This is an optimization exercise on Yosys and OpenROAD, whose aim is small area and a short achievable clock period, not a production implementation.
In this exercise RTL edits were held to simulation tests only and were not proved equivalent to the original.
No activity file was given, so power comes from the tool's default toggle rates.

==> flow/design.v <==
`timescale 1ns/1ps
`default_nettype none
module pkt_capture_top (
    input  wire         clk,
    input  wire         reset,
    input  wire  [31:0] i_base_addr,
    input  wire         i_rx_valid,
    input  wire         i_rx_first,
    input  wire         i_rx_last,
    input  wire  [2:0]  i_rx_last_bytes,
    input  wire  [31:0] i_rx_data,
    input  wire         i_ts_set,
    input  wire  [31:0] i_ts_sec,
    input  wire  [31:0] i_ts_nsec,
    output logic [31:0] o_av_address,
    output logic [31:0] o_av_writedata,
    output logic        o_av_write,
    output logic [2:0]  o_av_burstcount,
    input  wire         i_av_waitrequest,
    output logic [15:0] o_drop_count,
    output logic        o_record_done
);
    logic [31:0] ts_sec;
    logic [29:0] ts_nsec;
    logic        ts_wrap;    
    always_ff @(posedge clk) begin
        if (!reset) begin
            ts_sec  <= '0;
            ts_nsec <= '0;
            ts_wrap <= 1'b0;
        end else if (i_ts_set) begin
            ts_sec  <= i_ts_sec;
            ts_nsec <= i_ts_nsec[29:0];
            ts_wrap <= (i_ts_nsec[29:0] >= 30'd999_999_980);
        end else if (ts_wrap) begin
            ts_wrap <= 1'b0;     
            ts_sec  <= ts_sec + 1'b1;
            ts_nsec <= ts_nsec - 30'd999_999_980;
        end else begin
            ts_nsec <= ts_nsec + 30'd20;
            ts_wrap <= (ts_nsec >= 30'd999_999_960);
        end
    end
    logic [6:0]  fill;       
    logic [3:0]  dfill;      
    logic [7:0]  wa, wb;     
    logic [7:0]  rfa, rfb;   
    logic [7:0]  dwo;        
    logic [7:0]  dro;        
    logic        dpend;      
    logic        full;
    logic        dfull;
    logic        room_ok;
    logic        room_d;     
    logic        room_q;     
    logic        d_vis;
    assign full    = fill[6];
    assign dfull   = dfill[3];
    assign room_ok = room_d && room_q;
    assign d_vis   = (dfill != 4'd0) && !(dfill == 4'd1 && dpend);
    logic        keep_pkt;
    logic        in_pkt;     
    logic [3:0]  wc;         
    logic        keep_word;
    logic        push;
    logic        dpush;
    assign keep_word = i_rx_first ? room_ok : keep_pkt;
    assign push      = i_rx_valid && keep_word;
    assign dpush     = push && i_rx_last;
    always_ff @(posedge clk) begin
        if (!reset) begin
            keep_pkt     <= 1'b0;
            in_pkt       <= 1'b0;
            wc           <= '0;
            o_drop_count <= '0;
            wa           <= 8'd1;
            wb           <= 8'd1;
            dwo          <= 8'd1;
        end else if (i_rx_valid) begin
            wc     <= i_rx_first ? 4'd1 : wc + 1'b1;
            in_pkt <= keep_word && !i_rx_last;
            if (i_rx_first) begin
                keep_pkt <= room_ok;
                if (!room_ok) begin
                    o_drop_count <= o_drop_count + 1'b1;
                end
            end
            if (keep_word) begin
                wa <= {wa[6:0], wa[7]};
                if (wa[7]) begin
                    wb <= {wb[6:0], wb[7]};
                end
                if (i_rx_last) begin
                    dwo <= {dwo[6:0], dwo[7]};
                end
            end
        end
    end
    logic [31:0] mem   [64];
    logic [31:0] d_sec [8];
    logic [29:0] d_nsec[8];
    logic [3:0]  d_wc  [8];      
    logic [1:0]  d_lb  [8];      
    always_ff @(posedge clk) begin
        for (int i = 0; i < 64; i++) begin
            if (!full && wb[i / 8] && wa[i % 8]) begin
                mem[i] <= i_rx_data;
            end
        end
    end
    always_ff @(posedge clk) begin
        for (int i = 0; i < 8; i++) begin
            if (!dfull && dwo[i]) begin
                if (!in_pkt) begin
                    d_sec[i]  <= ts_sec;
                    d_nsec[i] <= ts_nsec;
                end
                d_wc[i] <= i_rx_first ? 4'd0 : wc;
                d_lb[i] <= i_rx_last_bytes[1:0];
            end
        end
    end
    logic        busy;       
    logic [29:0] nsec_q;
    logic [3:0]  wc_q;       
    logic [1:0]  lb_q;
    logic [6:0]  len;        
    logic [4:0]  rec_left;   
    logic [1:0]  blft;       
    logic [1:0]  hdr;
    logic        dphase;
    logic        acc;
    logic        pop;
    logic        dpop;
    logic [31:0] h_sec;
    logic [29:0] h_nsec;
    logic [3:0]  h_wc;
    logic [1:0]  h_lb;
    logic [2:0]  bc_next;
    logic [31:0] fetch;
    logic [31:0] nxt;        
    logic        load_data;  
    logic        refill;     
    logic [31:0] fetch_grp [8];
    assign acc  = busy && !i_av_waitrequest;
    assign pop  = acc && dphase;
    assign dpop = !busy && d_vis;
    assign load_data = acc && (dphase ? (rec_left != 5'd1) : (hdr == 2'd3));
    assign refill    = load_data && (rec_left != 5'd2);
    always_comb begin
        h_sec  = '0;
        h_nsec = '0;
        h_wc   = '0;
        h_lb   = '0;
        for (int i = 0; i < 8; i++) begin
            h_sec  = h_sec  | (d_sec[i]  & {32{dro[i]}});
            h_nsec = h_nsec | (d_nsec[i] & {30{dro[i]}});
            h_wc   = h_wc   | (d_wc[i]   & {4{dro[i]}});
            h_lb   = h_lb   | (d_lb[i]   & {2{dro[i]}});
        end
    end
    always_comb begin
        fetch = '0;
        for (int b = 0; b < 8; b++) begin
            fetch_grp[b] = '0;
            for (int a = 0; a < 8; a++) begin
                fetch_grp[b] = fetch_grp[b] | (mem[8*b+a] & {32{rfa[a]}});
            end
            fetch = fetch | (fetch_grp[b] & {32{rfb[b]}});
        end
    end
    logic [6:0] fill_inc, fill_dec;
    logic [3:0] dfill_inc, dfill_dec;
    assign fill_inc  = fill + 1'b1;
    assign fill_dec  = fill - 1'b1;
    assign dfill_inc = dfill + 1'b1;
    assign dfill_dec = dfill - 1'b1;
    assign len     = (lb_q == 2'd0) ? {5'(wc_q) + 5'd1, 2'b00} : {1'b0, wc_q, lb_q};
    assign bc_next = (rec_left > 5'd5) ? 3'd4 : 3'(rec_left - 5'd1);
    always_ff @(posedge clk) begin
        if (!reset) begin
            fill   <= '0;
            dfill  <= '0;
            dpend  <= 1'b0;
            room_d <= 1'b1;
            room_q <= 1'b1;
        end else begin
            case ({push, pop})
                2'b10: begin
                    fill   <= fill_inc;
                    room_d <= (fill <= 7'd47);
                end
                2'b01: begin
                    fill   <= fill_dec;
                    room_d <= (fill <= 7'd49);
                end
                default: begin
                    fill   <= fill;
                    room_d <= (fill <= 7'd48);
                end
            endcase
            case ({dpush, dpop})
                2'b10: begin
                    dfill  <= dfill_inc;
                    room_q <= (dfill <= 4'd6);
                end
                2'b01: begin
                    dfill  <= dfill_dec;
                    room_q <= 1'b1;
                end
                default: begin
                    dfill  <= dfill;
                    room_q <= (dfill <= 4'd7);
                end
            endcase
            dpend <= dpush;
        end
    end
    always_ff @(posedge clk) begin
        if (!reset) begin
            busy          <= 1'b0;
            o_av_write    <= 1'b0;
            o_record_done <= 1'b0;
            o_av_address  <= i_base_addr;
            dro           <= 8'd1;
            rfa           <= 8'd1;
            rfb           <= 8'd1;
        end else begin
            o_record_done <= 1'b0;
            if (dpop || refill) begin
                rfa <= {rfa[6:0], rfa[7]};
                if (rfa[7]) begin
                    rfb <= {rfb[6:0], rfb[7]};
                end
            end
            if (!busy) begin
                if (d_vis) begin
                    busy       <= 1'b1;
                    o_av_write <= 1'b1;
                    dro        <= {dro[6:0], dro[7]};
                end
            end else if (acc) begin
                if (blft == 2'd0) begin
                    o_av_address <= o_av_address + {27'b0, o_av_burstcount, 2'b00};
                    if (rec_left == 5'd1) begin
                        busy          <= 1'b0;
                        o_av_write    <= 1'b0;
                        o_record_done <= 1'b1;
                    end
                end
            end
        end
    end
    always_ff @(posedge clk) begin
        if (!busy || refill) begin
            nxt <= fetch;
        end
        if (!busy) begin
            o_av_writedata  <= h_sec;
            nsec_q          <= h_nsec;
            wc_q            <= h_wc;
            lb_q            <= h_lb;
            rec_left        <= 5'(h_wc) + 5'd5;
            blft            <= 2'd3;
            o_av_burstcount <= 3'd4;
            hdr             <= '0;
            dphase          <= 1'b0;
        end else if (acc) begin
            rec_left <= rec_left - 1'b1;
            blft     <= blft - 1'b1;
            if (!dphase) begin
                hdr <= hdr + 1'b1;
                if (hdr == 2'd3) begin
                    dphase <= 1'b1;
                end
            end
            if (!dphase && hdr == 2'd0) begin
                o_av_writedata <= {2'b00, nsec_q};
            end else if (!dphase && hdr != 2'd3) begin
                o_av_writedata <= {25'b0, len};
            end else begin
                o_av_writedata <= nxt;
            end
            if (blft == 2'd0) begin
                o_av_burstcount <= bc_next;
                blft            <= 2'(bc_next - 3'd1);
            end
        end
    end
endmodule
`default_nettype wire
export LEC_CHECK = 0
export CAP_MARGIN = 20
export CORE_MARGIN = 2
export CORE_UTILIZATION = 40
export CTS_CLUSTER_DIAMETER = 90
export CTS_CLUSTER_SIZE = 25
export SETUP_SLACK_MARGIN = 4.4
export SLEW_MARGIN = 20
export TNS_END_PERCENT = 20
create_clock -name core_clock -period 7.0 [get_ports {clk}]
standard.sh (not shown) runs the stock make flow with config.mk's settings and CLKGATE_MAP_FILE= SYNTH_SCRIPT=/design/flow/synth_recipe.tcl, a recipe that flattens the netlist after the stock synthesis.
==> flow/flow/run.sh <==
#!/bin/bash
set -euo pipefail
export BUFFER_PORTS_ARGS="-buffer_cell sky130_fd_sc_hd__buf_2"
export DONT_USE_CELLS="sky130_fd_sc_hd__clkdlybuf4s15_1 sky130_fd_sc_hd__clkdlybuf4s15_2 sky130_fd_sc_hd__clkdlybuf4s18_1 sky130_fd_sc_hd__clkdlybuf4s18_2 sky130_fd_sc_hd__clkdlybuf4s25_1 sky130_fd_sc_hd__clkdlybuf4s25_2 sky130_fd_sc_hd__clkdlybuf4s50_1 sky130_fd_sc_hd__clkdlybuf4s50_2 sky130_fd_sc_hd__dlygate4sd1_1 sky130_fd_sc_hd__dlygate4sd2_1 sky130_fd_sc_hd__dlygate4sd3_1 sky130_fd_sc_hd__dlymetal6s2s_1 sky130_fd_sc_hd__dlymetal6s4s_1 sky130_fd_sc_hd__dlymetal6s6s_1"
bash standard.sh > standard.log 2>&1
The baseline ran to the end with no violations.
Edit:
==> flow/run.sh (new file) <==
#!/bin/bash
# synth_recipe.tcl (not shown) runs the flow's synth.tcl, then flattens the netlist and writes it again
# the make line also repeats each setting of config.mk as NAME=value (left out here)
make -C /OpenROAD-flow-scripts/flow DESIGN_CONFIG=/design/flow/config.mk WORK_HOME=/design/flow/orfs CLKGATE_MAP_FILE= SYNTH_SCRIPT=/design/flow/synth_recipe.tcl finish
Settings changed: CORE_UTILIZATION 40 to 50, PLACE_DENSITY from default to 0.7.
removed: flow/flow/run.sh
removed: flow/standard.sh
Cell area is about the same.
Routed wire length drops by a few percent.
Power went down slightly.
Maximum frequency increases slightly.
Sequential share of layout area is about the same.
Clock-buffer cell count climbs by 3.
Worst setup slack gets better by 0.034 ns.
Edit:
Settings changed: CORE_UTILIZATION 50 to 40, PLACE_DENSITY 0.7 to default.
Worst setup slack got worse by 0.018 ns. Sequential power hardly moves. Non-clock buffer count shrinks by 7. Area after synthesis does not change. Maximum frequency went down by 0.61%. Synthesized cell count does not change. Final area increases by 0.71%. Register-to-register slack gains 0.04 ns. Clock power went up by about 0.7%. Power hardly moves.

-- static timing again, ports no longer ideal --
Ports are ideal in the flow. The routed layouts listed here were re-timed in OpenROAD. Step 1 assumes that a clkbuf_16 drives the clock port and a buf_2 every other input. Step 2 adds t to the input delays and takes it off the output delays; t is the mean of the earliest and latest rising clock arrival at the registers after step 1. Input paths then give back, and output paths get back, about the clock's delay inside the block. Three values: no drivers, after step 1, after step 2; two values: the first two.
run | t, ns | slack for setup (ns) | worst setup path after step 2 | cell pins on the clock port's net
the first run | 0.921 | 4.073 / 3.984 / 3.360 | input to register | 1
the second run | 0.901 | 4.107 / 4.024 / 3.369 | input to register | 1
the third run | 0.923 | 4.089 / 4.000 / 3.333 | input to register | 1
After both steps setup and hold are still met in every run listed. For the third run, which loses most, drivers alone change the setup slack by -0.089 ns; drivers and shift together by -0.756 ns.
